This design comes from an exercise in tuning for a short achievable clock period and few clock cycles per item on the open sky130 flow, not from production work. Where RTL was checked, it was by simulation tests only, not by an equivalence proof against the original.

==> module prefixAdder, before the edit <==
module prefixAdder #(
	parameter int W = 32  
) (
	input logic [W-1:0] a,
	input logic [W-1:0] b,
	input logic cin,
	output logic [W-1:0] sum
);
	localparam int LEVELS = 5;  
	logic [LEVELS:0][W-1:0] gen;  
	logic [LEVELS:0][W-1:0] prop;
	logic [W-1:0] half;
	assign half = a ^ b;
	assign gen[0] = (a & b) | {{(W-1){1'b0}}, cin & half[0]};
	assign prop[0] = half;
	for (genvar l = 0; l < LEVELS; l++) begin : g_level
		for (genvar i = 0; i < W; i++) begin : g_bit
			if (i >= (1 << l)) begin : g_merge
				assign gen[l+1][i] = gen[l][i] | (prop[l][i] & gen[l][i-(1<<l)]);
				assign prop[l+1][i] = prop[l][i] & prop[l][i-(1<<l)];
			end else begin : g_pass
				assign gen[l+1][i] = gen[l][i];
				assign prop[l+1][i] = prop[l][i];
			end
		end
	end
	assign sum = half ^ {gen[LEVELS][W-2:0], cin};
endmodule
==> module pcUnit, before the edit <==
module pcUnit (
	input logic clock,
	input logic clear,  
	input logic [XLEN-1:0] instr,
	input logic isB,
	input logic isCbz,
	input logic isCbnz,
	input logic rtZero,  
	output logic [XLEN-1:0] pc
);
	logic [XLEN-1:0] seqPc;
	logic [XLEN-1:0] targetB;
	logic [XLEN-1:0] targetCb;
	logic [XLEN-1:0] nextPc;
	logic cbTaken;
	logic [XLEN-1:2] pcWord;
	assign pc = {pcWord, 2'b00};
	assign seqPc = pc + PC_STEP;
	prefixAdder #(.W(XLEN)) u_targetB (
		.a(pc),
		.b({{(XLEN-28){instr[25]}}, instr[25:0], 2'b00}),
		.cin(1'b0),
		.sum(targetB)
	);
	prefixAdder #(.W(XLEN)) u_targetCb (
		.a(pc),
		.b({{(XLEN-21){instr[23]}}, instr[23:5], 2'b00}),
		.cin(1'b0),
		.sum(targetCb)
	);
	assign cbTaken = (isCbz && rtZero) || (isCbnz && !rtZero);
	assign nextPc = ({XLEN{isB}} & targetB)
		| ({XLEN{cbTaken}} & targetCb)
		| ({XLEN{!isB && !cbTaken}} & seqPc);
	always_ff @(posedge clock) begin
		if (clear) begin
			pcWord <= '0;
		end else begin
			pcWord <= nextPc[XLEN-1:2];
		end
	end
endmodule
clock: 13.0 ns
lec_check: 0
abc_clock_period_in_ps: 2000
cap_margin: 20
core_margin: 2
core_utilization: 50
slew_margin: 20
tns_end_percent: 100
standard.sh (not shown) runs the stock make flow with config.mk's settings and CLKGATE_MAP_FILE= SYNTH_SCRIPT=/design/flow/synth_recipe.tcl, a recipe that flattens the netlist after the stock synthesis.
==> flow/flow/run.sh <==
#!/bin/bash
# The standard layout, with two changes to how it is made:
# - the timing repair is asked to leave this much setup slack at the design's
#   clock period, so that it shortens every path as far as it can;
# - the port buffers are plain buffers, which the repair can then size up,
#   instead of the delay buffers buffer_ports picks by default.
set -euo pipefail
bash standard.sh "BUFFER_PORTS_ARGS=-buffer_cell sky130_fd_sc_hd__buf_4" SETUP_SLACK_MARGIN=7.6 finish > standard_make.log 2>&1
The baseline finished with timing, DRC and antenna clean.
Testbench counts at the start, summed over its fixed seeds: cycles 24,024, commits 24,000.
Rerun with:
--- a/flow/design.v
+++ b/flow/design.v
@@ -214,14 +214,14 @@
 `default_nettype wire
 `default_nettype none
 module prefixAdder #(
-	parameter int W = 32  
+	parameter int W = 32
 ) (
 	input logic [W-1:0] a,
 	input logic [W-1:0] b,
 	input logic cin,
 	output logic [W-1:0] sum
 );
-	localparam int LEVELS = 5;  
+	localparam int LEVELS = $clog2(W);
 	logic [LEVELS:0][W-1:0] gen;  
 	logic [LEVELS:0][W-1:0] prop;
 	logic [W-1:0] half;
@@ -295,8 +295,6 @@
 	logic [XLEN-1:0] targetCb;
 	logic [XLEN-1:0] nextPc;
 	logic cbTaken;
-	logic [XLEN-1:2] pcWord;
-	assign pc = {pcWord, 2'b00};
 	assign seqPc = pc + PC_STEP;
 	prefixAdder #(.W(XLEN)) u_targetB (
 		.a(pc),
@@ -316,9 +314,9 @@
 		| ({XLEN{!isB && !cbTaken}} & seqPc);
 	always_ff @(posedge clock) begin
 		if (clear) begin
-			pcWord <= '0;
+			pc <= '0;
 		end else begin
-			pcWord <= nextPc[XLEN-1:2];
+			pc <= nextPc;
 		end
 	end
 endmodule
Wire length goes up by 2.5%.
Setup slack gets worse by 0.0082 ns.
Core utilization goes up by 0.20 points.
First-iteration DRC count goes up by 4.9%.
Maximum frequency barely changes.
Design area goes up by about 1.6%.
Area after synthesis goes up by about 1.2%.
Via count goes up by about 3%.
Non-clock buffer count goes down by 9.
Flip-flop and latch count goes up by 6.
Register-to-register slack gets better by 0.09 ns.
Worst hold slack stays flat.
Cell count goes up by about 1.3%.
No functional check of the RTL was part of the second run of this note.

-- static timing again, ports no longer ideal --
No port has a modelled driver above. Below, the same layouts with a new extraction and two added sets of constraints. Step 1: set_driving_cell puts a clkbuf_16 on clock and a buf_2 on each other input, an assumption about the parent block. Step 2 times the ports against the registers' clock, not the clock port: input delays grow and output delays shrink by t, the midpoint of the rising clock arrivals with the driver on. Slacks: ideal ports / drivers / drivers and shift; pairs: ideal ports / drivers.
run	shift t [ns]	slack for setup (ns)	worst setup path at the end
the first run	0.964	7.480 / 7.438 / 6.751	input to register
the second run	0.936	7.471 / 7.422 / 6.722	input to register
After both steps every run listed still meets setup and hold. For the second run, which loses most, drivers alone change the setup slack by -0.049 ns; drivers and shift together by -0.749 ns.
